Context: an optimization exercise on an open-source flow, tuned for small area, a short achievable clock period and few clock cycles. The choices shown serve that exercise and are no tape-out recipe. RTL that was checked went through simulation tests only; none was proved equivalent to the original. Function not checked in run 1: the RTL went through the layout flow alone.

## flow/design.v (module list and top-level ports; edited modules follow where they fit)
// module jeti_cfg: 32 lines
// module jeti_sq: 908 lines
// module jeti_gm: 1105 lines
// module jeti_mu: 444 lines
// module jeti_cx: 533 lines
// module jeti_cy: 185 lines
// module jeti_esc: 321 lines
// module julia_escape_time_iterator_top: 386 lines
module julia_escape_time_iterator_top (
  input  wire logic        clk,
  input  wire logic        rst,
  input  wire logic        start,
  output      logic        busy,
  input  wire logic [9:0]  pixel_col,
  input  wire logic [9:0]  pixel_row,
  output      logic        done,
  output      logic [15:0] iteration_count,
  input  wire logic        cfg_write,
  input  wire logic [2:0]  cfg_index,
  input  wire logic [31:0] cfg_data
);
  // ...
==> flow/flow/run.sh <==
#!/bin/bash
set -o pipefail
MARGIN=$(cat flow/margin.txt)
bash standard.sh SETUP_SLACK_MARGIN="$MARGIN" finish > standard_finish.log 2>&1
==> flow/flow/margin.txt <==
8
==> flow/standard.sh <==
#!/bin/bash
# synth_recipe.tcl (not shown) runs the flow's synth.tcl, then flattens the netlist and writes it again
# the make line also repeats each setting of config.mk as NAME=value (left out here)
make -C /OpenROAD-flow-scripts/flow DESIGN_CONFIG=/design/flow/config.mk WORK_HOME=/design/flow/orfs CLKGATE_MAP_FILE= SYNTH_SCRIPT=/design/flow/synth_recipe.tcl "${@:-finish}"
==> flow/config.mk <==
export PLATFORM = sky130hd
export DESIGN_NAME = julia_escape_time_iterator_top
export DESIGN_NICKNAME = julia_escape_time_iterator_top
export VERILOG_FILES = /design/flow/design.v
export SDC_FILE = /design/flow/constraint.sdc
export NUM_CORES = 4
export LEC_CHECK = 0
export ABC_AREA = 1
export CAP_MARGIN = 20
export CORE_MARGIN = 2
export CORE_UTILIZATION = 40
export SLEW_MARGIN = 20
export TNS_END_PERCENT = 20
==> flow/constraint.sdc <==
create_clock -name core_clock -period 13.0 [get_ports {clk}]
set_input_delay 2.6000 -clock core_clock [delete_from_list [all_inputs] [get_ports {clk}]]
set_output_delay 2.6000 -clock core_clock [all_outputs]
set_load 0.01 [all_outputs]
==> results by group, run 1 <==
Setup path
  – CP Capture Type: flip-flop
  – Setup CP Type: reg2reg
  – Worst-path fanout max: 21
  – Crit path depth: 22
  – CP Launch Type: flip-flop

Cells and area
  – Post-route cell area: 126000 um2
  – Inverters: 2655
  – Filler instances: 27500
  – Footprint of the multi-input gates: 69100 um2
  – Layout Utilization: 0.453
  – Largest regs: rob (256), u_cfg.cfg (155), b_gms (54)
  – Multi-input gates: 8659
  – Clock buf count: 216
  – Max reg flops: 256

CTS
  – Resized Gates After CTS: 312
  – CTS H-tree depth: 4
  – # hold bufs at CTS: 0

Die
  – Top Ports: 77
  – Die width: 533 um

Global routing
  – Met2 GRT Util: 0.424

Logic synthesis
  – Synth Instances: 13400
  – Syn_nets: 15200

Routing
  – Vias: 94000

Run status
  – Status: finished clean
==> module julia_escape_time_iterator_top, before the edit <==
module julia_escape_time_iterator_top (
  input  wire logic        clk,
  input  wire logic        rst,
  input  wire logic        start,
  output      logic        busy,
  input  wire logic [9:0]  pixel_col,
  input  wire logic [9:0]  pixel_row,
  output      logic        done,
  output      logic [15:0] iteration_count,
  input  wire logic        cfg_write,
  input  wire logic [2:0]  cfg_index,
  input  wire logic [31:0] cfg_data
);
  jeti_pkg::cfg_t cfg;
  jeti_cfg u_cfg (
    .clk       (clk),
    .rst       (rst),
    .cfg_write (cfg_write),
    .cfg_index (cfg_index),
    .cfg_data  (cfg_data),
    .cfg       (cfg)
  );
  logic k3, k4, k2;
  assign k3 = (cfg.power_mode == jeti_pkg::MODE_CUBE);
  assign k4 = (cfg.power_mode == jeti_pkg::MODE_FOURTH);
  assign k2 = !k3 && !k4;
  logic        busy_r;
  logic        m_v;
  logic [1:0]  m_ph;
  logic [9:0]  m_cp, m_row;
  logic [3:0]  m_tag;
  logic [35:0] m_x;
  logic        r_v;
  logic [35:0] r_x, r_y;
  logic [3:0]  r_tag;
  logic        mv;
  logic [20:0] mu_sh;
  logic [43:0] mu_s, mu_c;
  logic [35:0] mr_s, mr_c;
  logic [8:0]  mu_lo;
  logic        mr_ci;
  logic [35:0] mu_v;
  assign mu_sh = m_ph[0] ? cfg.vertical_shift : cfg.horizontal_shift;
  jeti_mu u_mu (
    .cp (m_cp),
    .iz ({1'b0, cfg.inverse_zoom}),
    .sh (mu_sh),
    .s  (mu_s),
    .c  (mu_c)
  );
  assign mu_lo = {1'b0, mu_s[7:0]} + {1'b0, mu_c[7:0]};
  assign mu_v  = mr_s + mr_c + {35'b0, mr_ci};
  logic        a_v, a_first;
  logic [6:0]  a_st;
  logic [25:0] a_x, a_y;
  logic [10:0] a_xu, a_yu;
  logic        a_xb, a_yb;
  logic [28:0] a_r1, a_r2;
  logic [26:0] a_s1, a_s2;
  logic [28:0] a_gm;
  logic [15:0] a_cnt;
  logic [3:0]  a_tag;
  logic a_k3p2, a_k3p3, a_k4p2;
  assign a_k3p2 = a_st[3];
  assign a_k3p3 = a_st[4];
  assign a_k4p2 = a_st[6];
  assign a_xb = !((&a_xu) || !(|a_xu));
  assign a_yb = !((&a_yu) || !(|a_yu));
  logic [26:0] sq1_a, sq2_a;
  logic [57:0] sq1_s, sq1_c, sq2_s, sq2_c;
  logic [25:0] gm_r;
  logic [28:0] gm_m;
  logic [57:0] gm_s, gm_c;
  assign sq1_a = a_s1;
  assign sq2_a = a_s2;
  assign gm_r  = a_x;
  assign gm_m  = a_gm;
  jeti_sq u_sq1 (.a(sq1_a), .s(sq1_s), .c(sq1_c));
  jeti_sq u_sq2 (.a(sq2_a), .s(sq2_s), .c(sq2_c));
  jeti_gm u_gm  (.r(gm_r), .m(gm_m), .s(gm_s), .c(gm_c));
  logic        b_v, b_first;
  logic [6:0]  b_st;
  logic [25:0] b_x, b_y;
  logic        b_xb, b_yb;
  logic [10:0] b_xu, b_yu;
  logic [28:0] b_r1, b_r2;
  logic [15:0] b_cnt;
  logic [3:0]  b_tag;
  logic [57:0] b_sq1s, b_sq1c, b_sq2s, b_sq2c, b_gms, b_gmc;
  always_ff @(posedge clk) begin
    b_first <= a_first;
    b_st    <= a_st;
    b_x     <= a_x;
    b_y     <= a_y;
    b_xb    <= a_xb;
    b_yb    <= a_yb;
    b_xu    <= a_xu;
    b_yu    <= a_yu;
    b_r1    <= a_r1;
    b_r2    <= a_r2;
    b_cnt   <= a_cnt;
    b_tag   <= a_tag;
    b_sq1s  <= sq1_s;
    b_sq1c  <= sq1_c;
    b_sq2s  <= sq2_s;
    b_sq2c  <= sq2_c;
    b_gms   <= gm_s;
    b_gmc   <= gm_c;
  end
  logic b_k2, b_p0, b_k3p1, b_k3p2, b_k3p3, b_k4p1, b_k4p2;
  logic [1:0] b_pk3;   
  logic [2:0] b_cn;    
  always_ff @(posedge clk) begin
    b_pk3[0] <= a_st[2];
    b_pk3[1] <= a_st[2] && a_v;
    b_cn[0]  <= a_st[0] || a_st[6];
    b_cn[1]  <= (a_st[0] || a_st[6]) && a_v;
    b_cn[2]  <= a_st[0] || a_st[6] || !a_v;
  end
  assign b_k2   = b_st[0];
  assign b_p0   = b_st[1];
  assign b_k3p1 = b_st[2];
  assign b_k3p2 = b_st[3];
  assign b_k3p3 = b_st[4];
  assign b_k4p1 = b_st[5];
  assign b_k4p2 = b_st[6];
  logic [1:0] esc_v;
  logic       esc;
  jeti_esc u_esc (
    .x0 (b_sq1s[51:0]),
    .x1 (b_sq1c[51:0]),
    .x2 (b_sq2s[51:0]),
    .x3 (b_sq2c[51:0]),
    .v  (esc_v)
  );
  assign esc = b_xb || b_yb || (|esc_v);
  logic [57:0] cx0, cx1, cx2, cx3, cx4;
  logic        cx_neg;
  logic [33:0] cx_v;
  logic [57:0] cr_row, ci_row;
  assign cr_row = {{2{cfg.constant_real[31]}}, cfg.constant_real, 24'b0};
  assign ci_row = {{2{cfg.constant_imag[31]}}, cfg.constant_imag, 24'b0};
  always_comb begin
    if (b_k4p2) begin
      cx0 = {b_sq1s[56:0], 1'b0};
      cx1 = {b_sq1c[56:0], 1'b0};
    end else begin
      cx0 = b_sq1s;
      cx1 = b_sq1c;
    end
    cx_neg = b_cn[0];
    cx2 = b_cn[0] ? ~b_sq2s : '0;
    cx3 = b_cn[1] ? ~b_sq2c : '0;
    cx4 = b_cn[2] ? cr_row : '0;
  end
  jeti_cx u_cx (
    .x0 (cx0),
    .x1 (cx1),
    .x2 (cx2),
    .x3 (cx3),
    .x4 (cx4),
    .e  (cx_neg),
    .v  (cx_v)
  );
  logic [57:0] cy0, cy1, cy2;
  logic [33:0] cy_v;
  always_comb begin
    if (b_k2) begin
      cy0 = {b_gms[56:0], 1'b0};
      cy1 = {b_gmc[56:0], 1'b0};
    end else if (b_k4p2) begin
      cy0 = {b_gms[55:0], 2'b0};
      cy1 = {b_gmc[55:0], 2'b0};
    end else if (b_k3p2 || b_k3p3 || b_k4p1) begin
      cy0 = b_gms;
      cy1 = b_gmc;
    end else begin
      cy0 = b_sq2s;
      cy1 = b_sq2c;
    end
    cy2 = b_k3p2 ? cr_row : ((b_k2 || b_k3p3 || b_k4p2) ? ci_row : '0);
  end
  jeti_cy u_cy (
    .x0 (cy0),
    .x1 (cy1),
    .x2 (cy2),
    .v  (cy_v)
  );
  logic [28:0] p1, p2;
  assign p1 = b_r1 - b_r2 - (b_pk3[0] ? {b_r2[27:0], 1'b0} : 29'd0);
  assign p2 = b_r1 + (b_pk3[1] ? {b_r1[27:0], 1'b0} : 29'd0) + (b_pk3[1] ? -b_r2 : b_r2);
  logic [15:0] base, base1;
  logic        zl, lim1, stop0;
  assign base  = b_first ? 16'd0 : b_cnt;
  assign base1 = base + 16'd1;
  assign zl    = b_first && (cfg.iteration_limit == 16'd0);
  assign lim1  = (base1 == cfg.iteration_limit);
  assign stop0 = zl || esc;
  logic        wx, wy, fin;
  logic [6:0]  n_st;
  logic [15:0] n_cnt;
  assign wx = b_k2 || b_k4p2;
  assign wy = b_k2 || b_k3p3 || b_k4p2;
  assign n_st = {b_k4p1, b_p0 && k4, b_k3p2, b_k3p1, b_p0 && k3, b_k3p3 || b_k4p2, b_k2};
  always_comb begin
    n_cnt = b_cnt;
    fin   = 1'b0;
    if (b_k2) begin
      n_cnt = stop0 ? base : base1;
      fin   = stop0 || lim1;
    end else if (b_p0) begin
      n_cnt = base;
      fin   = stop0;
    end else if (b_k3p3 || b_k4p2) begin
      n_cnt = base1;
      fin   = lim1;
    end
    if (!b_v) fin = 1'b0;
  end
  logic ld, accept, free_b;
  assign free_b = !b_v || fin;
  assign ld     = r_v && free_b;
  assign accept = start && !busy_r;
  logic [25:0] n_x, n_y;
  logic [10:0] n_xu, n_yu;
  logic [28:0] n_r1, n_r2;
  logic        n_k4p2, n_r1op;
  always_comb begin
    if (ld) begin
      n_x  = r_x[25:0];
      n_xu = r_x[35:25];
      n_y  = r_y[25:0];
      n_yu = r_y[35:25];
    end else begin
      if (wx) begin
        n_x  = cx_v[25:0];
        n_xu = {{2{cx_v[33]}}, cx_v[33:25]};
      end else if (b_k3p2 || b_k3p3) begin
        n_x  = b_y;
        n_xu = b_yu;
      end else if (b_k4p1) begin
        n_x  = cy_v[25:0];
        n_xu = b_xu;
      end else begin
        n_x  = b_x;
        n_xu = b_xu;
      end
      if (wy || b_k3p2) begin
        n_y  = cy_v[25:0];
        n_yu = {{2{cy_v[33]}}, cy_v[33:25]};
      end else begin
        n_y  = b_y;
        n_yu = b_yu;
      end
    end
    if (b_p0) begin
      n_r1 = {3'b0, cx_v[25:0]};
      n_r2 = {3'b0, cy_v[25:0]};
    end else if (b_k3p1 || b_k4p1) begin
      n_r1 = p1;
      n_r2 = p2;
    end else if (b_k3p2) begin
      n_r1 = b_r2;
      n_r2 = b_r1;
    end else begin
      n_r1 = b_r1;
      n_r2 = b_r2;
    end
    n_k4p2 = !ld && b_k4p1;
    n_r1op = !ld && (b_k3p1 || b_k3p2 || b_k4p1);
  end
  always_ff @(posedge clk) begin
    a_x   <= n_x;
    a_xu  <= n_xu;
    a_y   <= n_y;
    a_yu  <= n_yu;
    a_r1  <= n_r1;
    a_r2  <= n_r2;
    a_s1  <= n_k4p2 ? n_r1[26:0] : {n_x[25], n_x};
    a_s2  <= n_k4p2 ? n_r2[26:0] : {n_y[25], n_y};
    a_gm  <= n_r1op ? n_r1 : {{3{n_y[25]}}, n_y};
    a_cnt <= n_cnt;
    if (ld) begin
      a_first <= 1'b1;
      a_st    <= {5'b0, !k2, k2};
      a_tag   <= r_tag;
    end else begin
      a_first <= 1'b0;
      a_st    <= n_st;
      a_tag   <= b_tag;
    end
  end
  logic [15:0] rob [16];
  logic [15:0] rv;
  logic [3:0]  head, tail;
  logic [4:0]  nout;
  logic        done_r;
  logic [15:0] out_cnt;
  logic        f_v;
  logic [3:0]  f_tag;
  logic [15:0] f_cnt;
  logic        out_rob, out_now, to_rob;
  always_ff @(posedge clk) begin
    f_tag <= b_tag;
    f_cnt <= n_cnt;
  end
  assign out_rob = rv[head];
  assign out_now = out_rob || (f_v && (f_tag == head));
  assign to_rob  = f_v && (f_tag != head);
  always_ff @(posedge clk) begin
    for (int i = 0; i < 16; i++) begin
      if (to_rob && (f_tag == 4'(i))) rob[i] <= f_cnt;
    end
    out_cnt <= out_rob ? rob[head] : f_cnt;
  end
  assign mv = m_v && (m_ph == 2'd2) && !r_v;
  logic       m_v_n, r_v_n0, r_v_n1, busy_n0, busy_n1;
  logic [1:0] m_ph_n;
  logic [4:0] nout_n;
  always_comb begin
    m_v_n  = (m_v && !mv) || accept;
    m_ph_n = accept ? 2'd0 : (m_v ? ((m_ph == 2'd0) ? 2'd1 : 2'd2) : m_ph);
    r_v_n0 = mv || (r_v && b_v);
    r_v_n1 = mv;
    nout_n = nout + 5'(accept) - 5'(out_now);
    busy_n0 = (m_v_n && !((m_ph_n == 2'd2) && !r_v_n0)) || (nout_n == 5'd16);
    busy_n1 = (m_v_n && !((m_ph_n == 2'd2) && !r_v_n1)) || (nout_n == 5'd16);
  end
  always_ff @(posedge clk) begin
    if (rst) begin
      m_v    <= 1'b0;
      m_ph   <= 2'd0;
      r_v    <= 1'b0;
      a_v    <= 1'b0;
      b_v    <= 1'b0;
      f_v    <= 1'b0;
      done_r <= 1'b0;
      busy_r <= 1'b0;
      rv     <= '0;
      head   <= '0;
      tail   <= '0;
      nout   <= '0;
    end else begin
      m_v    <= m_v_n;
      m_ph   <= m_ph_n;
      r_v    <= fin ? r_v_n1 : r_v_n0;
      a_v    <= ld || (b_v && !fin);
      b_v    <= a_v;
      f_v    <= fin;
      done_r <= out_now;
      busy_r <= fin ? busy_n1 : busy_n0;
      for (int i = 0; i < 16; i++) begin
        if (to_rob && (f_tag == 4'(i))) rv[i] <= 1'b1;
        else if (out_rob && (head == 4'(i))) rv[i] <= 1'b0;
      end
      if (out_now) head <= head + 4'd1;
      if (accept)  tail <= tail + 4'd1;
      nout <= nout_n;
    end
  end
  always_ff @(posedge clk) begin
    if (!busy_r) begin
      m_cp  <= {~pixel_col[9], pixel_col[8:0]};
      m_row <= pixel_row;
      m_tag <= tail;
    end else if (m_v && (m_ph == 2'd0)) begin
      m_cp  <= {~m_row[9], m_row[8:0]};
    end
    if (m_v && (m_ph != 2'd2)) begin
      mr_s  <= mu_s[43:8];
      mr_c  <= mu_c[43:8];
      mr_ci <= mu_lo[8];
    end
    if (m_v && (m_ph == 2'd1)) begin
      m_x <= mu_v;
    end
    if (mv) begin
      r_x   <= m_x;
      r_y   <= mu_v;
      r_tag <= m_tag;
    end
  end
  assign busy            = busy_r;
  assign done            = done_r;
  assign iteration_count = out_cnt;
endmodule
==> inputs of run 2 (changes only) <==
--- a/flow/design.v
+++ b/flow/design.v
@@ -3636,8 +3636,6 @@
   logic [10:0] a_xu, a_yu;
   logic        a_xb, a_yb;
   logic [28:0] a_r1, a_r2;
-  logic [26:0] a_s1, a_s2;
-  logic [28:0] a_gm;
   logic [15:0] a_cnt;
   logic [3:0]  a_tag;
   logic a_k3p2, a_k3p3, a_k4p2;
@@ -3651,10 +3649,10 @@
   logic [25:0] gm_r;
   logic [28:0] gm_m;
   logic [57:0] gm_s, gm_c;
-  assign sq1_a = a_s1;
-  assign sq2_a = a_s2;
+  assign sq1_a = a_k4p2 ? a_r1[26:0] : {a_x[25], a_x};
+  assign sq2_a = a_k4p2 ? a_r2[26:0] : {a_y[25], a_y};
   assign gm_r  = a_x;
-  assign gm_m  = a_gm;
+  assign gm_m  = (a_k3p2 || a_k3p3 || a_k4p2) ? a_r1 : {{3{a_y[25]}}, a_y};
   jeti_sq u_sq1 (.a(sq1_a), .s(sq1_s), .c(sq1_c));
   jeti_sq u_sq2 (.a(sq2_a), .s(sq2_s), .c(sq2_c));
   jeti_gm u_gm  (.r(gm_r), .m(gm_m), .s(gm_s), .c(gm_c));
@@ -3688,15 +3686,6 @@
     b_gmc   <= gm_c;
   end
   logic b_k2, b_p0, b_k3p1, b_k3p2, b_k3p3, b_k4p1, b_k4p2;
-  logic [1:0] b_pk3;   
-  logic [2:0] b_cn;    
-  always_ff @(posedge clk) begin
-    b_pk3[0] <= a_st[2];
-    b_pk3[1] <= a_st[2] && a_v;
-    b_cn[0]  <= a_st[0] || a_st[6];
-    b_cn[1]  <= (a_st[0] || a_st[6]) && a_v;
-    b_cn[2]  <= a_st[0] || a_st[6] || !a_v;
-  end
   assign b_k2   = b_st[0];
   assign b_p0   = b_st[1];
   assign b_k3p1 = b_st[2];
@@ -3728,10 +3717,10 @@
       cx0 = b_sq1s;
       cx1 = b_sq1c;
     end
-    cx_neg = b_cn[0];
-    cx2 = b_cn[0] ? ~b_sq2s : '0;
-    cx3 = b_cn[1] ? ~b_sq2c : '0;
-    cx4 = b_cn[2] ? cr_row : '0;
+    cx_neg = b_k2 || b_k4p2;
+    cx2 = cx_neg ? ~b_sq2s : '0;
+    cx3 = cx_neg ? ~b_sq2c : '0;
+    cx4 = (b_k2 || b_k4p2) ? cr_row : '0;
   end
   jeti_cx u_cx (
     .x0 (cx0),
@@ -3767,8 +3756,8 @@
     .v  (cy_v)
   );
   logic [28:0] p1, p2;
-  assign p1 = b_r1 - b_r2 - (b_pk3[0] ? {b_r2[27:0], 1'b0} : 29'd0);
-  assign p2 = b_r1 + (b_pk3[1] ? {b_r1[27:0], 1'b0} : 29'd0) + (b_pk3[1] ? -b_r2 : b_r2);
+  assign p1 = b_r1 - b_r2 - (b_k3p1 ? {b_r2[27:0], 1'b0} : 29'd0);
+  assign p2 = b_r1 + (b_k3p1 ? {b_r1[27:0], 1'b0} : 29'd0) + (b_k3p1 ? -b_r2 : b_r2);
   logic [15:0] base, base1;
   logic        zl, lim1, stop0;
   assign base  = b_first ? 16'd0 : b_cnt;
@@ -3801,74 +3790,57 @@
   assign free_b = !b_v || fin;
   assign ld     = r_v && free_b;
   assign accept = start && !busy_r;
-  logic [25:0] n_x, n_y;
-  logic [10:0] n_xu, n_yu;
-  logic [28:0] n_r1, n_r2;
-  logic        n_k4p2, n_r1op;
-  always_comb begin
+  always_ff @(posedge clk) begin
     if (ld) begin
-      n_x  = r_x[25:0];
-      n_xu = r_x[35:25];
-      n_y  = r_y[25:0];
-      n_yu = r_y[35:25];
+      a_x     <= r_x[25:0];
+      a_xu    <= r_x[35:25];
+      a_y     <= r_y[25:0];
+      a_yu    <= r_y[35:25];
+      a_first <= 1'b1;
+      a_st    <= {5'b0, !k2, k2};
+      a_tag   <= r_tag;
     end else begin
       if (wx) begin
-        n_x  = cx_v[25:0];
-        n_xu = {{2{cx_v[33]}}, cx_v[33:25]};
+        a_x  <= cx_v[25:0];
+        a_xu <= {{2{cx_v[33]}}, cx_v[33:25]};
       end else if (b_k3p2 || b_k3p3) begin
-        n_x  = b_y;
-        n_xu = b_yu;
+        a_x  <= b_y;
+        a_xu <= b_yu;
       end else if (b_k4p1) begin
-        n_x  = cy_v[25:0];
-        n_xu = b_xu;
+        a_x  <= cy_v[25:0];
+        a_xu <= b_xu;
       end else begin
-        n_x  = b_x;
-        n_xu = b_xu;
+        a_x  <= b_x;
+        a_xu <= b_xu;
       end
-      if (wy || b_k3p2) begin
-        n_y  = cy_v[25:0];
-        n_yu = {{2{cy_v[33]}}, cy_v[33:25]};
+      if (wy) begin
+        a_y  <= cy_v[25:0];
+        a_yu <= {{2{cy_v[33]}}, cy_v[33:25]};
+      end else if (b_k3p2) begin
+        a_y  <= cy_v[25:0];
+        a_yu <= {{2{cy_v[33]}}, cy_v[33:25]};
       end else begin
-        n_y  = b_y;
-        n_yu = b_yu;
+        a_y  <= b_y;
+        a_yu <= b_yu;
       end
+      a_first <= 1'b0;
+      a_st    <= n_st;
+      a_tag   <= b_tag;
     end
     if (b_p0) begin
-      n_r1 = {3'b0, cx_v[25:0]};
-      n_r2 = {3'b0, cy_v[25:0]};
+      a_r1 <= {3'b0, cx_v[25:0]};
+      a_r2 <= {3'b0, cy_v[25:0]};
     end else if (b_k3p1 || b_k4p1) begin
-      n_r1 = p1;
-      n_r2 = p2;
+      a_r1 <= p1;
+      a_r2 <= p2;
     end else if (b_k3p2) begin
-      n_r1 = b_r2;
-      n_r2 = b_r1;
+      a_r1 <= b_r2;
+      a_r2 <= b_r1;
     end else begin
-      n_r1 = b_r1;
-      n_r2 = b_r2;
+      a_r1 <= b_r1;
+      a_r2 <= b_r2;
     end
-    n_k4p2 = !ld && b_k4p1;
-    n_r1op = !ld && (b_k3p1 || b_k3p2 || b_k4p1);
-  end
-  always_ff @(posedge clk) begin
-    a_x   <= n_x;
-    a_xu  <= n_xu;
-    a_y   <= n_y;
-    a_yu  <= n_yu;
-    a_r1  <= n_r1;
-    a_r2  <= n_r2;
-    a_s1  <= n_k4p2 ? n_r1[26:0] : {n_x[25], n_x};
-    a_s2  <= n_k4p2 ? n_r2[26:0] : {n_y[25], n_y};
-    a_gm  <= n_r1op ? n_r1 : {{3{n_y[25]}}, n_y};
     a_cnt <= n_cnt;
-    if (ld) begin
-      a_first <= 1'b1;
-      a_st    <= {5'b0, !k2, k2};
-      a_tag   <= r_tag;
-    end else begin
-      a_first <= 1'b0;
-      a_st    <= n_st;
-      a_tag   <= b_tag;
-    end
   end
   logic [15:0] rob [16];
   logic [15:0] rv;
==> flow/flow/run.sh (replaced) <==
#!/bin/bash
set -eo pipefail
MARGIN=$(cat flow/margin.txt)
RES=orfs/results/sky130hd/julia_escape_time_iterator_top/base
bash standard.sh SETUP_SLACK_MARGIN="$MARGIN" synth > standard_synth.log 2>&1
cp "$RES/1_2_yosys.v" 1_2_yosys_synth.v
python3 flow/fa_polarity.py 1_2_yosys_synth.v "$RES/1_2_yosys.v" > fa_polarity.log 2>&1
rm -f "$RES/1_synth.odb"
touch "$RES/1_2_yosys.v"
bash standard.sh SETUP_SLACK_MARGIN="$MARGIN" finish > standard_finish.log 2>&1
==> flow/flow/fa_polarity.py (new file) <==
#!/usr/bin/env python3
"""Full-adder polarity pass for the synthesized netlist (1_2_yosys.v).

Yosys's extract_fa step often maps a full adder whose inputs and outputs are
all complemented, and then places inverters between adders. A full adder is
self-dual: FA(~a, ~b, ~c) = (~sum, ~cout). This pass looks through the
inverters (inv_1) of the netlist, chooses for every full adder whether it
works on true or complemented values so that as few signals as possible need
an inverter, and writes the netlist back with one inverter per signal that
still needs one. Registers, ports and all other cells are left as they are.

usage: fa_polarity.py IN.v OUT.v
"""
import re
import sys
from collections import defaultdict

FA = "sky130_fd_sc_hd__fa_1"
INV = "sky130_fd_sc_hd__inv_1"
FA_IN = ("A", "B", "CIN")
FA_OUT = ("COUT", "SUM")

src = open(sys.argv[1]).read()
cell_re = re.compile(r"^(\s*)(sky130_fd_sc_hd__\w+)\s+(\S+)\s*\((.*?)\);\n", re.S | re.M)
pin_re = re.compile(r"\.(\w+)\(([^()]*)\)")

cells = []
for m in cell_re.finditer(src):
    pins = [(p, n.strip()) for p, n in pin_re.findall(m.group(4))]
    cells.append({"span": m.span(), "indent": m.group(1), "type": m.group(2),
                  "name": m.group(3), "pins": pins})

pinned = set()
hdr = src[:cells[0]["span"][0]] if cells else src
tail = src[cells[-1]["span"][1]:] if cells else ""
for line in (hdr + tail).splitlines():
    line = line.strip()
    if line.startswith(("input", "output")):
        for tok in re.findall(r"(\\\S+|[A-Za-z_][\w$]*)\s*[;,]", line):
            pinned.add(tok.strip())
    if line.startswith("assign"):
        for tok in re.findall(r"(\\\S+ |[A-Za-z_][\w$]*(?:\[\d+\])?)", line[6:]):
            pinned.add(tok.strip())
# bus ports appear as name[i] in pins; pin the base names too
def is_pinned(net):
    if net in pinned:
        return True
    b = re.sub(r"\[\d+\]$", "", net.lstrip("\\").strip())
    return b in pinned or ("\\" + b) in pinned

OUT_PINS = {"X", "Y", "Q", "Q_N", "SUM", "COUT", "HI", "LO"}

# inverters that can be looked through
inv_of = {}   # output net -> input net
for c in cells:
    if c["type"] == INV:
        d = dict(c["pins"])
        if not is_pinned(d["Y"]) and not d["A"].startswith(("1'", "0'")):
            inv_of[d["Y"]] = d["A"]
            c["absorb"] = True


def base(net):
    par = 0
    while net in inv_of:
        net = inv_of[net]
        par ^= 1
    return net, par


# consumers: every input pin of every kept cell
fas = [c for c in cells if c["type"] == FA]
fa_idx = {c["name"]: i for i, c in enumerate(fas)}
drv_fa = {}   # base net -> index of the adder driving it
for i, c in enumerate(fas):
    for p, n in c["pins"]:
        if p in FA_OUT:
            drv_fa[n] = i

cons = defaultdict(list)   # base net -> list of (fa index or -1, parity)
for c in cells:
    if c.get("absorb"):
        continue
    is_fa = c["type"] == FA
    for p, n in c["pins"]:
        if p in OUT_PINS or n.startswith(("1'", "0'")):
            continue
        b, par = base(n)
        cons[b].append((fa_idx[c["name"]] if is_fa else -1, par))
# ports and assign statements read nets by name: such a net keeps its true
# value, so an adder that drives one is never complemented
fixed = set()
for c in cells:
    for p, n in c["pins"]:
        if is_pinned(n):
            if n in drv_fa:
                fixed.add(drv_fa[n])
            cons[base(n)[0]].append((-1, base(n)[1]))

pol = [0] * len(fas)


def need(b):
    """number of consumers of base net b that need the other polarity"""
    q = pol[drv_fa[b]] if b in drv_fa else 0
    k = 0
    for f, par in cons[b]:
        r = par ^ (pol[f] if f >= 0 else 0)
        if r != q:
            k += 1
    return k


fa_nets = []
for i, c in enumerate(fas):
    nets = set()
    for p, n in c["pins"]:
        if p in FA_OUT:
            nets.add(n)
        elif p in FA_IN:
            nets.add(base(n)[0])
    fa_nets.append(nets)


def cost(nets):
    return sum(1 for b in nets if need(b) > 0)


changed = True
passes = 0
while changed and passes < 20:
    changed = False
    passes += 1
    for i in range(len(fas)):
        if i in fixed:
            continue
        before = cost(fa_nets[i])
        pol[i] ^= 1
        after = cost(fa_nets[i])
        if after < before:
            changed = True
        else:
            pol[i] ^= 1

# rebuild
def esc(n):
    # an escaped identifier ends at white space
    return n + " " if n.startswith("\\") else n


inv_net = {}
new_cells = []


def inverted(b):
    if b not in inv_net:
        k = len(inv_net)
        inv_net[b] = f"_fpol_n{k}_"
    return inv_net[b]


def provided(b):
    return pol[drv_fa[b]] if b in drv_fa else 0


out = []
pos = 0
for c in cells:
    s, e = c["span"]
    out.append(src[pos:s])
    pos = e
    if c.get("absorb"):
        continue
    is_fa = c["type"] == FA
    f = fa_idx[c["name"]] if is_fa else -1
    pins = []
    for p, n in c["pins"]:
        if p in OUT_PINS or n.startswith(("1'", "0'")):
            pins.append((p, n))
            continue
        b, par = base(n)
        want = par ^ (pol[f] if f >= 0 else 0)
        pins.append((p, b if want == provided(b) else inverted(b)))
    body = ",\n".join(f"{c['indent']}  .{p}({esc(n)})" for p, n in pins)
    out.append(f"{c['indent']}{c['type']} {c['name']} (\n{body}\n{c['indent']});\n")
out.append(src[pos:])
txt = "".join(out)

decl = []
insts = []
for k, (b, nb) in enumerate(sorted(inv_net.items(), key=lambda x: x[1])):
    decl.append(f"  wire {nb};\n")
    insts.append(f"  {INV} _fpol_i{k}_ (\n    .A({esc(b)}),\n    .Y({nb})\n  );\n")
i = txt.index("endmodule")
txt = txt[:i] + "".join(insts) + txt[i:]
# declare the new wires after the port declarations
j = txt.index(";", txt.index("module ")) + 1
txt = txt[:j] + "\n" + "".join(decl) + txt[j:]
open(sys.argv[2], "w").write(txt)
n_abs = sum(1 for c in cells if c.get("absorb"))
print(f"adders {len(fas)}, flipped {sum(pol)}, inverters {n_abs} -> {len(inv_net)}, passes {passes}")
==> flow/flow/margin.txt (replaced) <==
7.5
==> results by group, run 2 <==
Run status
  – Status: finished clean (unchanged)

CTS
  – Root Driver: clkbuf_16 (unchanged)
  – CTS tree: yes (unchanged)
  – Clk slew on worst S/H paths: 0.07 ns (was 0.06 ns)
  – Clock buffer depth: 3 (unchanged)
  – Clk sinks: 1308 (was 1395)
  – CTS Buf Count: 148 (was 160)
  – CTS H-tree depth: 4 (unchanged)
  – Clk Latency, worst-skew pair: 0.87 ns (was 0.90 ns)

Cells and area
  – Most common cell after layout, fill and taps aside: nand2_1 (was inv_1)
  – Largest Register: rob (unchanged)
  – Fin nets: 13800 (was 15000)
  – Layout cell share with drive strength beyond 1: 0.0654 (was 0.0773)
  – Largest regs: rob (256), u_cfg.cfg (155), b_gms (54) (unchanged)
  – Max reg flops: 256 (unchanged)
  – Commonest non-fill, non-tap cells in the layout: nand2_1 (2075), inv_1 (1397), nor2_1 (1291), fa_1 (1269), dfxtp_1 (838) (was inv_1 (2574), nand2_1 (2464), fa_1 (1251), dfxtp_1 (923), o21ai_0 (708))
  – Layout area overhead: 10.1% (was 12.7%)

Logic synthesis
  – Syn_nets: 13900 (was 15200)
  – Avg Cell Area, Syn: 8.68 um2 (was 8.36 um2)
  – Ys Warns: 3 (unchanged)
  – Synth Instances: 12200 (was 13400)
  – Synthesized area: 106000 um2 (was 112000 um2)

Timing
  – Final period util: 0.430 (was 0.387)
  – Worst-margin pin slew: 1.10 ns (was 1.29 ns)
  – Final hold violations: 0 (unchanged)
  – Minimum clock period: 5.59 ns (was 5.03 ns)
  – F_max: 179 MHz (was 199 MHz)
  – Setup TNS: 0 ns (unchanged)
  – Fin. max-slew vios: 0 (unchanged)
  – Endpoints failing setup: 0 (unchanged)
  – Unrepaired setup endpoints after global routing: true (unchanged)
  – Clk_skew: 0.0870 ns (was 0.0881 ns)
  – Max-slew headroom: 0.263 (was 0.138)

Die
  – Height of the die: 518 um (was 533 um)
  – Die width: 518 um (was 533 um)
  – CORE AREA: 263000 um2 (was 279000 um2)
  – Die Area: 268000 um2 (was 285000 um2)
  – Core Rows: 188 (was 194)
  – Initial core utilization: 0.402 (about the same)
  – Top Ports: 77 (unchanged)

Routing
  – Final ANT Viol Nets: 0 (unchanged)
  – 1st-pass router iterations: 9 (was 6)
  – Initial DRC Count: 11600 (was 10800)
  – # DRC: 0 (unchanged)
  – Routed WL: 427000 um (was 419000 um)
  – Vias: 89500 (was 94000)
  – Routed vias/inst: 5.71 (was 5.49)
  – DR WL/cell: 27.3 um (was 24.4 um)

Global routing
  – Largest net degree at the start of global routing: 107 (was 92)
  – GR Overflow Total: 0 (unchanged)
  – Met2 GRT Util: 0.456 (was 0.424)
  – GRT Util Overall: 0.314 (was 0.286)
  – M1 GR Usage: 0.427 (was 0.397)
  – First-pass GRT wire length: 616000 um (was 608000 um)
  – Initial antenna violation count: 32 (was 30)
  – GR Util met3: 0.0916 (was 0.0793)
  – Vias in the first global route: 87900 (was 92400)
  – GR peak layer: met2 (unchanged)

Setup path
  – CP Launch Type: flip-flop (unchanged)
  – Arrival time at the worst endpoint: 6.28 ns (was 5.78 ns)
  – Worst path required time: 13.69 ns (was 13.76 ns)
  – CP Capture Type: flip-flop (unchanged)
  – Setup CP Type: reg2reg (unchanged)
  – Worst-path fanout max: 78 (was 21)

Place
  – Gpl congestion: 1.16 (was 1.03)
  – PortBufs: 76 (unchanged)
  – DPL Wire Length: 327000 um (was 304000 um)

Job
  – MaxCap Viol Count: 0 (unchanged)

Hold path
  – HP Class: reg2reg (unchanged)
-- run 2: cell count changes in the layout (fill, tap and decap cells not counted), moves of 33 or more --
cell     change
dfxtp_1     -85
or2_2       +47
o21ai_1     -33
and2_1      -34
a21oi_1     +58
nor2_1     +629
o21ai_0     +56
inv_1     -1177
nand2_1    -389
-- run 2: through the flow --
step | area [um2] | hold WS (ns) | utilization | std cells | worst slack, ns
2_1_floorplan | 106000 | 0.310 | - | 12200 | 7.87
3_3_place_gp | 111000 | 0.310 | 0.422 | 15400 | 6.43
3_5_place_dp | 111000 | 0.312 | 0.422 | 15400 | 6.45
4_1_cts | 116000 | 0.288 | 0.442 | 15600 | 7.33
5_1_grt | 116000 | 0.300 | 0.443 | 15700 | 7.36
6_report | 116000 | 0.300 | 0.443 | 15700 | 7.41
-- run 2: critical path: stages, from the launching register on --
cell     delay (ns)
dfxtp_4        0.41
nor2_4         0.22
buf_12         0.39
nand2_1        0.09
buf_4          0.28
nand2_1        0.11
nor2_1         0.04
a21oi_1        0.66
inv_1          0.13
fa_1           0.46
ha_1           0.39
a21oi_1        0.29
o21ai_0        0.22
a21oi_1        0.40
nand2_1        0.23
inv_1          0.12
nand3_1        0.15
a21oi_1        0.60
a31oi_1        0.08
-- run 2: area by class of cell --
class,count,area (um2)
sequential,1308,30800
tap,3515,4400
timing repair inverter,1,5.00
inverter,1465,5540
fill,25900,146000
clock inverter,77,1110
timing repair buffer,318,2740
clock buffer,198,4100
antenna,10,25.0
multi-input combinational,8768,67600
-- run 2: layer usage --
layer,part of all wire,up-vias,routed length [um]
met5,0.00052,-,224
met4,0.058,26,24600
met3,0.12,1003,49700
met2,0.42,5019,179000
met1,0.41,44100,174000
li1,-,39400,-
-- run 2: final timing paths --
check | start | endpoint | slack [ns] | cells past startpoint
worst max-delay path | b_st[6] | a_r2[9] | 7.41 | 18
worst min register to register | a_r2[10] | b_r2[10] | 0.30 | 0
worst max register to register | b_st[6] | a_r2[9] | 7.41 | 18
worst min-delay path | a_r2[10] | b_r2[10] | 0.30 | 0
-- run 2: what timing repair did --
action / in CTS / in global routing
cloned: 3 / 0
hold buffers: 0 / 0
setup buffers: 3 / 2
setup endpoints to repair: 202 / 117
pin swaps: 3 / 0
endpoints found under the hold margin: 0 / 0
resized for setup: 35 / 55
Testbench counts of run 2, summed over its fixed seeds: cycles 33,176.
==> inputs of run 3 (changes only) <==
==> flow/flow/margin.txt (replaced) <==
8
==> results by group, run 3 <==
Cells and area
  – Layout area overhead: 12.5% (was 10.1%)
  – Most common cell after layout, fill and taps aside: nand2_1 (unchanged)
  – Register area: 30800 um2 (about the same)
  – Largest regs: rob (256), u_cfg.cfg (155), b_gms (54) (unchanged)
  – Fin nets: 13900 (was 13800)
  – Layout cell share with drive strength beyond 1: 0.0881 (was 0.0654)
  – Largest Register: rob (unchanged)
  – Commonest non-fill, non-tap cells in the layout: nand2_1 (2052), inv_1 (1376), nor2_1 (1262), fa_1 (1261), dfxtp_1 (837) (was nand2_1 (2075), inv_1 (1397), nor2_1 (1291), fa_1 (1269), dfxtp_1 (838))
  – Max reg flops: 256 (unchanged)
  – Footprint of the multi-input gates: 68700 um2 (was 67600 um2)
  – Filler instances: 25700 (was 25900)

Global routing
  – GR Overflow Total: 0 (unchanged)
  – Vias in the first global route: 87800 (was 87900)
  – GRT Util Overall: 0.322 (was 0.314)
  – Largest net degree at the start of global routing: 100 (was 107)
  – Initial antenna violation count: 31 (was 32)
  – First-pass GRT wire length: 629000 um (was 616000 um)

Setup path
  – Reg2Reg Launch Point: a_st[3] (was b_st[6])
  – Worst Setup EP: b_gmc[31] (was a_r2[9])
  – R2r endpoint: b_gmc[31] (was a_r2[9])
  – Register-to-Register Path Depth: 15 (was 18)
  – Worst path required time: 13.71 ns (was 13.69 ns)
  – Critical path startpoint: a_st[3] (was b_st[6])
  – Worst-path fanout max: 26 (was 78)
  – CP Launch Type: flip-flop (unchanged)
  – Setup CP Type: reg2reg (unchanged)
  – CP Capture Type: flip-flop (unchanged)
  – Flop2flop setup slack: 7.87 ns (was 7.41 ns)
  – Arrival time at the worst endpoint: 5.83 ns (was 6.28 ns)

CTS
  – CTS Buf Count: 150 (was 148)
  – Root Driver: clkbuf_16 (unchanged)
  – CTS H-tree depth: 4 (unchanged)
  – CTS tree: yes (unchanged)
  – Clk Latency, worst-skew pair: 0.89 ns (was 0.87 ns)
  – Clock buffer depth: 3 (unchanged)
  – # hold bufs at CTS: 0 (unchanged)
  – Clk sinks: 1308 (unchanged)
  – Clk slew on worst S/H paths: 0.06 ns (was 0.07 ns)

Logic synthesis
  – Synth Instances: 12200 (unchanged)
  – Avg Cell Area, Syn: 8.68 um2 (unchanged)
  – Ys Warns: 3 (unchanged)
  – Syn_nets: 13900 (unchanged)
  – Synthesized area: 106000 um2 (unchanged)

Timing
  – Unrepaired setup endpoints after global routing: true (unchanged)
  – Max-slew headroom: 0.287 (was 0.263)
  – Worst-margin pin slew: 1.06 ns (was 1.10 ns)
  – Setup TNS: 0 ns (unchanged)
  – Endpoints failing setup: 0 (unchanged)
  – Final period util: 0.394 (was 0.430)
  – Final hold violations: 0 (unchanged)
  – Minimum clock period: 5.13 ns (was 5.59 ns)
  – F_max: 195 MHz (was 179 MHz)
  – Clk_skew: 0.0904 ns (was 0.0870 ns)
  – Fin. max-slew vios: 0 (unchanged)

Hold path
  – HP Class: reg2reg (unchanged)

Routing
  – Initial DRC Count: 11600 (about the same)
  – Routed WL: 440000 um (was 427000 um)
  – Vias: 90300 (was 89500)
  – Routed vias/inst: 5.74 (was 5.71)
  – # DRC: 0 (unchanged)
  – DR WL/cell: 28.0 um (was 27.3 um)
  – Final ANT Viol Nets: 0 (unchanged)
  – 1st-pass router iterations: 9 (unchanged)

Die
  – Initial core utilization: 0.402 (unchanged)
  – Core Rows: 188 (unchanged)
  – CORE AREA: 263000 um2 (unchanged)
  – Die Area: 268000 um2 (unchanged)
  – Height of the die: 518 um (unchanged)
  – Top Ports: 77 (unchanged)
  – Die width: 518 um (unchanged)

Place
  – DPL Wire Length: 333000 um (was 327000 um)
  – Gpl congestion: 1.09 (was 1.16)
  – PortBufs: 76 (unchanged)

Job
  – MaxCap Viol Count: 0 (unchanged)

Run status
  – Status: finished clean (unchanged)
[run 3: layout make-up]
| class | instances | share of cell area |
|---|---|---|
| well taps | 3515 | 0.0370 |
| inverters | 1465 | 0.0473 |
| repair inverters | 3 | 0.000179 |
| diodes | 14 | 0.000295 |
| flip-flops and latches | 1308 | 0.260 |
| multi-input cells | 8768 | 0.578 |
| repair buffers | 382 | 0.0326 |
| clock buffers | 193 | 0.0349 |
| clock inverters | 89 | 0.0104 |
[run 3: how the worst min path moves through the flow]
stage	startpoint	endpoint	slack [ns]	cells after the start
floorplan	a_first	b_first	0.31	0
global placement	a_st[1]	b_st[1]	0.31	0
detailed placement	a_first	b_first	0.31	0
CTS	a_r2[17]	b_r2[17]	0.33	0
global route	a_r1[16]	b_r1[16]	0.31	0
finish	a_r1[16]	b_r1[16]	0.32	0
[run 3: repair_timing]
item	CTS	global route
pin swaps	8	38
setup buffers	34	25
gates resized for setup	230	243
setup endpoints to repair	314	158
cloned	12	5
[run 3: critical path: stages (launching register included)]
cell	delay [ns]
dfxtp_1	0.33
nor3_4	0.24
buf_12	0.16
buf_12	0.18
mux2i_2	0.32
buf_4	0.45
o22ai_1	0.15
xor2_1	0.18
fa_1	0.49
inv_1	0.05
fa_1	0.43
fa_1	0.48
fa_1	0.53
inv_1	0.05
fa_1	0.38
fa_1	0.45
[run 3: layer usage]
metal	wire, um	up-vias	track usage
met1	182000	44600	0.454
met5	36	-	0
met4	24800	6	0.153
li1	-	39600	-
met2	184000	5211	0.467
met3	49400	926	0.0731
[run 3: per-stage QoR]
stage                util  instance area, um2  worst slack [ns]  hold WS, ns  cells
floorplan               -              106000              7.99        0.310  12200
global placement    0.422              111000              6.36        0.310  15400
detailed placement  0.422              111000              6.40        0.312  15400
CTS                 0.448              118000              7.86        0.326  15700
global route        0.453              119000              7.83        0.309  15700
finish              0.453              119000              7.87        0.317  15700
==> inputs of run 4 (changes only) <==
--- a/flow/config.mk
+++ b/flow/config.mk
@@ -10,4 +10,4 @@
 export CORE_MARGIN = 2
 export CORE_UTILIZATION = 40
 export SLEW_MARGIN = 20
-export TNS_END_PERCENT = 20
+export TNS_END_PERCENT = 40
==> results by group, run 4 <==
Logic synthesis
  – Avg Cell Area, Syn: 8.68 um2 (unchanged)
  – Ys Warns: 3 (unchanged)
  – Synthesized area: 106000 um2 (unchanged)
  – Syn_nets: 13900 (unchanged)
  – Synth Instances: 12200 (unchanged)

Routing
  – DR WL/cell: 28.1 um (was 28.0 um)
  – Routed vias/inst: 5.75 (was 5.74)
  – 1st-pass router iterations: 10 (was 9)
  – # DRC: 0 (unchanged)
  – Final ANT Viol Nets: 0 (unchanged)
  – Initial DRC Count: 11700 (was 11600)
  – Routed WL: 443000 um (was 440000 um)
  – Vias: 90600 (was 90300)

Timing
  – Unrepaired setup endpoints after global routing: true (unchanged)
  – Endpoints failing setup: 0 (unchanged)
  – Final period util: 0.390 (was 0.394)
  – Fin. max-slew vios: 0 (unchanged)
  – Max-slew headroom: 0.284 (was 0.287)
  – Setup ws final: 7.93 ns (was 7.87 ns)
  – Worst-margin pin slew: 1.07 ns (was 1.06 ns)
  – Minimum clock period: 5.07 ns (was 5.13 ns)
  – F_max: 197 MHz (was 195 MHz)
  – Worst hold margin: 0.319 ns (was 0.317 ns)
  – Setup TNS: 0 ns (unchanged)
  – Final hold violations: 0 (unchanged)
  – Clk_skew: 0.0910 ns (was 0.0904 ns)

Setup path
  – R2r endpoint: b_gmc[29] (was b_gmc[31])
  – CP cell instances: nor3_4 -> buf_12 -> buf_16 -> buf_4 -> mux2i_2 -> buf_6 -> o22ai_1 -> xor2_1 -> fa_1 -> fa_1 -> fa_1 -> fa_1 -> fa_1 -> fa_1 -> inv_1 (was nor3_4 -> buf_12 -> buf_12 -> mux2i_2 -> buf_4 -> o22ai_1 -> xor2_1 -> fa_1 -> inv_1 -> fa_1 -> fa_1 -> fa_1 -> inv_1 -> fa_1 -> fa_1)
  – Buf/Inv on CP: 5 (unchanged)
  – Crit-path leading delay family: adder cells (unchanged)
  – Slowest stage cell, crit path: fa_1 (unchanged)
  – Worst path required time: 13.72 ns (was 13.71 ns)
  – CP Launch Type: flip-flop (unchanged)
  – Arrival time at the worst endpoint: 5.79 ns (was 5.83 ns)
  – Reg2Reg Launch Point: a_st[6] (was a_st[3])
  – CP Capture Type: flip-flop (unchanged)
  – Register-to-Register Path Depth: 15 (unchanged)
  – Worst-path fanout max: 26 (unchanged)
  – Critical Path Most Common Cell: fa_1 (unchanged)
  – Slowest stage delay, CP: 0.53 ns (about the same)
  – Setup CP Type: reg2reg (unchanged)
  – Flop2flop setup slack: 7.93 ns (was 7.87 ns)

Global routing
  – Met2 GRT Util: 0.467 (about the same)
  – GR Util met3: 0.0728 (was 0.0731)
  – Vias in the first global route: 87800 (about the same)
  – Largest net degree at the start of global routing: 100 (unchanged)
  – GR peak layer: met2 (unchanged)
  – First-pass GRT wire length: 629000 um (about the same)
  – GRT Util Overall: 0.322 (about the same)
  – GR Overflow Total: 0 (unchanged)
  – M1 GR Usage: 0.454 (about the same)
  – Initial antenna violation count: 31 (unchanged)

Hold path
  – Worst Hold Launch: a_r2[17] (was a_r1[16])
  – Hold depth: 0 (unchanged)
  – HP Class: reg2reg (unchanged)
  – Hold EP: b_r2[17] (was b_r1[16])

Cells and area
  – Max reg flops: 256 (unchanged)
  – Layout cell share with drive strength beyond 1: 0.0932 (was 0.0881)
  – Layout area overhead: 13.1% (was 12.5%)
  – Largest Register: rob (unchanged)
  – Most common cell after layout, fill and taps aside: nand2_1 (unchanged)
  – Commonest non-fill, non-tap cells in the layout: nand2_1 (2047), inv_1 (1371), nor2_1 (1257), fa_1 (1255), dfxtp_1 (836) (was nand2_1 (2052), inv_1 (1376), nor2_1 (1262), fa_1 (1261), dfxtp_1 (837))
  – Filler instances: 25700 (about the same)
  – Final non-filler cell total: 15800 (was 15700)
  – Fin nets: 13900 (about the same)
  – Largest regs: rob (256), u_cfg.cfg (155), b_gms (54) (unchanged)
  – Footprint of the multi-input gates: 68800 um2 (was 68700 um2)
  – Register area: 30800 um2 (about the same)

CTS
  – Clk sinks: 1308 (unchanged)
  – CTS H-tree depth: 4 (unchanged)
  – Clock buffer depth: 3 (unchanged)
  – Clk Latency, worst-skew pair: 0.89 ns (about the same)
  – CTS Buf Count: 150 (unchanged)
  – # hold bufs at CTS: 0 (unchanged)
  – Clk slew on worst S/H paths: 0.06 ns (about the same)
  – Root Driver: clkbuf_16 (unchanged)
  – CTS tree: yes (unchanged)

Place
  – Gpl congestion: 1.09 (unchanged)
  – PortBufs: 76 (unchanged)
  – Placed Cells: 15400 (unchanged)
  – DPL Wire Length: 333000 um (unchanged)
  – Pre-CTS WS: 6.40 ns (unchanged)

Die
  – Height of the die: 518 um (unchanged)
  – Die width: 518 um (unchanged)
  – CORE AREA: 263000 um2 (unchanged)
  – Die Area: 268000 um2 (unchanged)
  – Initial core utilization: 0.402 (unchanged)
  – Top Ports: 77 (unchanged)
  – Core Rows: 188 (unchanged)

Job
  – MaxCap Viol Count: 0 (unchanged)

Run status
  – Status: finished clean (unchanged)
## run 4: layout make-up
cell class | count | area share
diodes | 15 | 0.000314
clock buffers | 193 | 0.0347
clock inverters | 89 | 0.0103
inverters | 1465 | 0.0472
multi-input cells | 8768 | 0.576
flip-flops and latches | 1308 | 0.258
well taps | 3515 | 0.0368
repair buffers | 408 | 0.0360
repair inverters | 4 | 0.000251
## run 4: per-stage QoR
step | utilization | instance area (um2)
finish | 0.455 | 119000
CTS | 0.448 | 118000
detailed placement | 0.422 | 111000
global route | 0.455 | 119000
floorplan | - | 106000
global placement | 0.422 | 111000
## run 4: layer usage
metal | share of wire | vias to the layer above
li1 | - | 39600
met1 | 0.41 | 44900
met2 | 0.42 | 5194
met3 | 0.11 | 931
met4 | 0.056 | 2
met5 | 0.000029 | -
## run 4: how the worst max path moves through the flow
stage / slack, ns / end / depth (start not counted) / from
global placement: 6.36 / a_x[3] / 19 / b_st[3]
global route: 7.86 / a_r2[22] / 22 / b_r2[1]
floorplan: 7.99 / b_gmc[29] / 16 / a_st[6]
CTS: 7.86 / b_sq1c[27] / 14 / a_x[19]
detailed placement: 6.40 / a_x[15] / 19 / b_st[3]
finish: 7.93 / b_gmc[29] / 15 / a_st[6]
## run 4: repair_timing
item / 4_1_cts / 5_1_grt
resized for setup: 252 / 312
buffers inserted: 34 / 46
setup endpoints to repair: 314 / 154
cloned: 12 / 11
pin swaps: 9 / 61

[separate check: timing with driven ports]
How much do the figures lean on ideal ports? The routed layouts below were timed once more, with nothing changed but the port constraints.
Step 1 assumes that a clkbuf_16 drives the clock port and a buf_2 every other input.
Step 2 also shifts input and output timing later by t, the mid clock arrival at the registers, as if the neighbouring blocks saw the same clock.
a / b / c = ideal ports / drivers / drivers and shift; a / b = the first two.
| run | shift t [ns] | slack for setup (ns) | worst register clock-pin slew, ns | cell pins on the clock port's net |
|---|---|---|---|---|
| run 1 | 0.933 | 7.973 / 7.973 / 7.607 | 0.07 / 0.07 | 1 |
| run 2 | 0.947 | 7.406 / 7.406 / 7.406 | 0.07 / 0.07 | 1 |
| run 3 | 0.944 | 7.874 / 7.874 / 7.747 | 0.08 / 0.08 | 1 |
| run 4 | 0.943 | 7.932 / 7.932 / 7.813 | 0.08 / 0.08 | 1 |
After both steps every run listed still meets setup and hold. The setup slack of run 1, which loses most, moves by 0.000 ns with the drivers and by -0.366 ns with both steps.
